Context: an optimization exercise on an open-source flow, tuned for small area and a short achievable clock period. The choices shown serve that exercise and are no tape-out recipe. Function was checked by simulation only, so behaviour that the tests miss may differ from the original. No activity file was given, so power comes from the tool's default toggle rates.

==> try-fjord: inputs <==
==> flow/design.v <==
module dual_issue_decode (
	input  logic			clk,
	input  logic			reset,
	input  logic [31:0]		instr_first,
	input  logic [31:0]		instr_second,
	input  logic [7:0]		pc,
	input  logic [7:0]		branch_pc,
	input  logic			branch_taken,
	output logic [31:0]		even_instr,
	output logic [10:0]		even_op,
	output logic [1:0]		even_unit,
	output logic [6:0]		even_rt,
	output logic			even_write,
	output logic [31:0]		odd_instr,
	output logic [10:0]		odd_op,
	output logic [1:0]		odd_unit,
	output logic [6:0]		odd_rt,
	output logic			odd_write,
	output logic			first_odd,
	output logic			stall,
	output logic [7:0]		stall_pc
);
	logic [31:0] a_n, b_n;		 
	logic ea_n, eb_n, oa_n, ob_n;	 
	logic [31:0] a, b;
	logic [31:0] ew, ow;
	assign a = ~a_n;
	assign b = ~b_n;
	assign ew = ~(({32{ea_n}} | a_n) & ({32{eb_n}} | b_n));
	assign ow = ~(({32{oa_n}} | a_n) & ({32{ob_n}} | b_n));
	logic e_rrr, e_ila, e_ai, e_nop, e_fx1, e_shl;
	assign e_rrr = ew[31];
	assign e_ila = ~ew[31] & ew[30] & ~ew[29] & ew[25];
	assign e_ai  = ~ew[31] & ew[28] & ew[26];
	assign e_nop = ~ew[31] & ew[30] & ~ew[29] & ~ew[25];
	assign e_fx1 = e_ila | (~ew[31] & ~ew[30] & ew[28]);
	assign e_shl = ~ew[31] & ~ew[30] & ~ew[28] & ew[27];
	logic [6:0] e_rt0;
	logic e_wr0;
	assign e_rt0 = e_rrr ? ew[27:21] : ew[6:0];
	assign e_wr0 = (ew[31] | ew[30] | ew[28] | ew[27]) & ~e_nop;
	assign even_instr = ew;
	assign even_op    = {ew[31:28], ew[27:25] & {3{~e_rrr}}, ew[24] & ~e_rrr & ~e_ila,
		ew[23:21] & {3{~(e_rrr | e_ila | e_ai)}}};
	assign even_unit  = {e_fx1, e_fx1 | e_shl};
	assign even_rt    = e_rt0;
	assign even_write = e_wr0;
	logic o_ri10, o_ri16;
	assign o_ri10 = ow[29] & ~ow[27] & ow[26];
	assign o_ri16 = ow[29] & ~ow[27] & ~ow[26];
	logic o_ls;
	assign o_ls = o_ri10 | (ow[27] & ~ow[25]);
	assign odd_instr = ow;
	assign odd_op    = {ow[31:24], ow[23] & ~o_ri10, ow[22:21] & {2{~(o_ri10 | o_ri16)}}};
	assign odd_unit  = {o_ri16, o_ls};
	assign odd_rt    = ow[6:0];
	assign odd_write = ow[27] | (ow[28] & ow[26]);
	assign first_odd = ~oa_n;
	logic [5:1][6:0]	e_rt;
	logic [5:1]			e_al;	 
	logic [2:1]			e_lg;	 
	logic [4:1][6:0]	o_rt;
	logic [4:1]			o_al;
	logic [2:1]			o_lg;	 
	always_ff @(posedge clk) begin
		e_rt[1] <= e_rt0;
		o_rt[1] <= ow[6:0];
		for (int k = 2; k <= 5; k++) e_rt[k] <= e_rt[k-1];
		for (int k = 2; k <= 4; k++) o_rt[k] <= o_rt[k-1];
		e_lg[1] <= ~(e_fx1 | e_shl);	 
		e_lg[2] <= e_lg[1];
		o_lg[1] <= o_ls;	 
		o_lg[2] <= o_lg[1];
		if (reset) begin
			for (int k = 1; k <= 5; k++) e_al[k] <= 1'b0;
			for (int k = 1; k <= 4; k++) o_al[k] <= 1'b0;
		end else begin
			e_al[1] <= even_write & ~e_fx1;	 
			e_al[2] <= e_al[1];
			e_al[3] <= e_al[2] & e_lg[2];
			e_al[4] <= e_al[3];
			e_al[5] <= e_al[4];
			o_al[1] <= odd_write;					 
			o_al[2] <= o_al[1];
			o_al[3] <= o_al[2] & o_lg[2];
			o_al[4] <= o_al[3];
		end
	end
	function automatic logic busy(input logic [6:0] r,
		input logic ew_, input logic [6:0] ert, input logic ow_, input logic [6:0] ort,
		input logic [5:1][6:0] ert_h, input logic [5:1] eal,
		input logic [4:1][6:0] ort_h, input logic [4:1] oal);
		logic b;
		b = (ew_ && r == ert) || (ow_ && r == ort);
		for (int k = 1; k <= 5; k++) b = b || (eal[k] && r == ert_h[k]);
		for (int k = 1; k <= 4; k++) b = b || (oal[k] && r == ort_h[k]);
		busy = b;
	endfunction
	logic			sel_in, hold_f, hold_s;
	logic [31:0]	f, s;
	assign f = ({32{sel_in}} & instr_first) | ({32{hold_f}} & a);
	assign s = ({32{sel_in}} & instr_second) | ({32{hold_s}} & b);
	function automatic logic [6:0] dec(input logic [31:0] w);
		logic [10:0] o;
		logic ev, od, wr, ua, ub, uc, rrr;
		o = w[31:21];
		ev = 1'b0; od = 1'b0; wr = 1'b0; ua = 1'b0; ub = 1'b0; uc = 1'b0; rrr = 1'b0;
		if (o[10:7] == 4'b1100 || o[10:7] == 4'b1110) begin
			ev = 1'b1; wr = 1'b1; ua = 1'b1; ub = 1'b1; uc = 1'b1; rrr = 1'b1;
		end else if (o[10:4] == 7'b0100001) begin
			ev = 1'b1; wr = 1'b1;
		end else if (o[10:3] == 8'b00011100) begin
			ev = 1'b1; wr = 1'b1; ua = 1'b1;
		end else if (o == 11'b00011000000 || o == 11'b00011000001 || o == 11'b00001011011
				|| o == 11'b01111000100) begin
			ev = 1'b1; wr = 1'b1; ua = 1'b1; ub = 1'b1;
		end else if (o == 11'b01000000001) begin
			ev = 1'b1;
		end else if (o[10:3] == 8'b00110100) begin
			od = 1'b1; wr = 1'b1; ua = 1'b1;
		end else if (o[10:3] == 8'b00100100) begin
			od = 1'b1; ua = 1'b1; uc = 1'b1;
		end else if (o[10:2] == 9'b001100100) begin
			od = 1'b1;
		end else if (o[10:2] == 9'b001000000) begin
			od = 1'b1; uc = 1'b1;
		end else if (o == 11'b00111000100 || o == 11'b00111011100) begin
			od = 1'b1; wr = 1'b1; ua = 1'b1; ub = 1'b1;
		end else if (o == 11'b00000000001) begin
			od = 1'b1;
		end
		dec = {ev, od, wr, ua, ub, uc, rrr};
	endfunction
	logic [6:0] df, ds;
	logic f_ev, f_od, f_wr, f_ua, f_ub, f_uc;
	logic s_ev, s_od, s_wr, s_ua, s_ub, s_uc;
	assign df = dec(f);
	assign ds = dec(s);
	assign {f_ev, f_od, f_wr, f_ua, f_ub, f_uc} = df[6:1];
	assign {s_ev, s_od, s_wr, s_ua, s_ub, s_uc} = ds[6:1];
	logic [6:0] f_rt, s_rt;
	assign f_rt = df[0] ? f[27:21] : f[6:0];
	assign s_rt = ds[0] ? s[27:21] : s[6:0];
	logic stall_first, stall_second, busy_second, same_pipe, same_dest, raw_pair;
	assign stall_first =
		   (f_ua && busy(f[13:7],  even_write, e_rt0, odd_write, ow[6:0], e_rt, e_al, o_rt, o_al))
		|| (f_ub && busy(f[20:14], even_write, e_rt0, odd_write, ow[6:0], e_rt, e_al, o_rt, o_al))
		|| (f_uc && busy(f[6:0],   even_write, e_rt0, odd_write, ow[6:0], e_rt, e_al, o_rt, o_al));
	assign busy_second =
		   (s_ua && busy(s[13:7],  even_write, e_rt0, odd_write, ow[6:0], e_rt, e_al, o_rt, o_al))
		|| (s_ub && busy(s[20:14], even_write, e_rt0, odd_write, ow[6:0], e_rt, e_al, o_rt, o_al))
		|| (s_uc && busy(s[6:0],   even_write, e_rt0, odd_write, ow[6:0], e_rt, e_al, o_rt, o_al));
	assign same_pipe = (s_ev && f_ev) || (s_od && f_od);
	assign same_dest = f_wr && s_wr && (f_rt == s_rt);
	assign raw_pair = f_wr && ((s_ua && s[13:7] == f_rt) || (s_ub && s[20:14] == f_rt)
		|| (s_uc && s[6:0] == f_rt));
	assign stall_second = stall_first || same_pipe || same_dest || raw_pair || busy_second;
	logic go_first, go_second;
	logic [7:0] pc_q, pc_x;
	logic pc_new;
	assign stall_pc = pc_new ? pc_q : pc_x;
	assign go_first = ~branch_taken & ~stall_first;
	assign go_second = ~branch_taken & ~stall_second;
	always_ff @(posedge clk) begin
		a_n <= ~f;
		b_n <= ~s;
		ea_n <= ~(~reset & go_first & f_ev);
		eb_n <= ~(~reset & go_second & s_ev);
		oa_n <= ~(~reset & go_first & f_od);
		ob_n <= ~(~reset & go_second & s_od);
		sel_in <= reset | ~(branch_taken | stall_second);
		hold_f <= ~reset & ~branch_taken & stall_first;
		hold_s <= ~reset & ~branch_taken & stall_second;
		stall <= ~reset & (branch_taken | stall_second);
		pc_q <= pc;
		pc_new <= ~reset & ~branch_taken & ~stall & stall_second;
		pc_x <= reset ? 8'd0 : branch_taken ? branch_pc + 8'd2 : stall_pc;
	end
endmodule
==> flow/flow/run.sh <==
#!/bin/bash
# The standard layout, with two changes:
#  - synthesis maps with an area-oriented ABC script (flow/abc_area.script),
#    otherwise the same as synth_recipe.tcl;
#  - the port buffers are plain buf_1 cells.
set -euo pipefail
HERE=$(pwd)
export BUFFER_PORTS_ARGS="-buffer_cell sky130_fd_sc_hd__buf_1"
export MY_ABC_SCRIPT=$HERE/flow/abc_area.script
sed "s#SYNTH_SCRIPT=[^ ]*#SYNTH_SCRIPT=$HERE/flow/synth.tcl#" standard.sh > own_standard.sh
bash own_standard.sh > flow_make.log 2>&1
==> flow/flow/abc_area.script <==
strash
&get -n
&st
&dch
&nf -a
&put
==> flow/flow/synth.tcl <==
# The standard synthesis (synth_recipe.tcl), with ABC's mapping script replaced
# by the area-oriented one next to this file.
proc synth {args} { yosys synth -nofsm -noshare {*}$args }
proc abc {args} {
  set i [lsearch -exact $args -script]
  if { $i >= 0 && [info exists ::env(MY_ABC_SCRIPT)] } {
    set args [lreplace $args $i [expr {$i + 1}] -script $::env(MY_ABC_SCRIPT)]
  }
  yosys abc {*}$args
}
source $::env(SCRIPTS_DIR)/synth.tcl
# left out here: clear keep_hierarchy, flatten, clean up, hide names made inside functions, write 1_2_yosys.v
==> flow/standard.sh <==
#!/bin/bash
# synth_recipe.tcl (not shown) runs the flow's synth.tcl, then flattens the netlist and writes it again
# the make line also repeats each setting of config.mk as NAME=value (left out here)
make -C /OpenROAD-flow-scripts/flow DESIGN_CONFIG=/design/flow/config.mk WORK_HOME=/design/flow/orfs CLKGATE_MAP_FILE= SYNTH_SCRIPT=/design/flow/synth_recipe.tcl "${@:-finish}"
==> flow/config.mk <==
export PLATFORM = sky130hd
export DESIGN_NAME = dual_issue_decode
export DESIGN_NICKNAME = dual_issue_decode
export VERILOG_FILES = /design/flow/design.v
export SDC_FILE = /design/flow/constraint.sdc
export NUM_CORES = 4
export LEC_CHECK = 0
export CAP_MARGIN = 20
export CORE_MARGIN = 2
export CORE_UTILIZATION = 30
export PLACE_DENSITY = 0.45
export SETUP_SLACK_MARGIN = 4.7
export SLEW_MARGIN = 20
==> flow/constraint.sdc <==
create_clock -name core_clock -period 9.0 [get_ports {clk}]
set_input_delay 1.8000 -clock core_clock [delete_from_list [all_inputs] [get_ports {clk}]]
set_output_delay 1.8000 -clock core_clock [all_outputs]
set_load 0.01 [all_outputs]
==> try-garnet: changes against try-fjord <==
==> flow/flow/run.sh (replaced) <==
#!/bin/bash
# The standard layout, with these changes:
#  - synthesis maps with an area-oriented ABC script (flow/abc_area.script),
#    otherwise the same as synth_recipe.tcl;
#  - the port buffers are plain buf_1 cells;
set -euo pipefail
HERE=$(pwd)
export BUFFER_PORTS_ARGS="-buffer_cell sky130_fd_sc_hd__buf_1"
export MY_ABC_SCRIPT=$HERE/flow/abc_area.script
export SETUP_SLACK_MARGIN=5.6
sed "s#SYNTH_SCRIPT=[^ ]*#SYNTH_SCRIPT=$HERE/flow/synth.tcl#" standard.sh > own_standard.sh
bash own_standard.sh > flow_make.log 2>&1
- SETUP_SLACK_MARGIN: 4.7 -> not set
==> run_results.csv <==
group,metric,value,unit
status,status,"complete, no violations",
detailed_routing,firstDrtPassIters,7,
power,swShare,0.324,
global_routing,grt_max_degree,40,
layout,buffers,260,
sta,max_freq,237,MHz
clocking,cts_setup_buffers,0,
layout,multi_input_area_share,0.589,
# the run above: try-fjord

==> run_results.csv <==
group,metric,value,unit
status,status,"complete, no violations",
global_routing,grt_max_degree,74,
layout,buffers,461,
sta,max_freq,263,MHz
detailed_routing,firstDrtPassIters,8,
power,swShare,0.333,
layout,multi_input_area_share,0.545,
# the run above: try-garnet

## afterwards: timing with drivers on the ports
The results above use ideal ports. As a check the final layouts listed here were re-extracted and re-timed, cells and wires unchanged.
Step 1 (the two cells are an assumption about what drives the block):
set clk [get_ports {clk}]
set_driving_cell -lib_cell sky130_fd_sc_hd__clkbuf_16 $clk
set_driving_cell -lib_cell sky130_fd_sc_hd__buf_2 [delete_from_list [all_inputs] $clk]
Step 2, shift: input delay + t, output delay - t, t = (earliest + latest rising clock arrival at the registers) / 2. This alone moves slack from input paths to output paths.
Slacks: ideal ports / drivers / drivers and shift; pairs: ideal ports / drivers.
run	shift t [ns]	setup WS [ns]	worst hold slack (ns)	worst setup path after step 2	worst data-port slew with drivers (ns)
try-fjord	0.525	4.785 / 4.729 / 4.368	0.334 / 0.334 / 0.334	input to register	0.05
try-garnet	0.517	5.192 / 5.153 / 4.713	0.342 / 0.342 / 0.342	input to register	0.06
After both steps setup and hold are still met in every run listed. For try-garnet, which loses most, drivers alone change the setup slack by -0.039 ns; drivers and shift together by -0.479 ns.
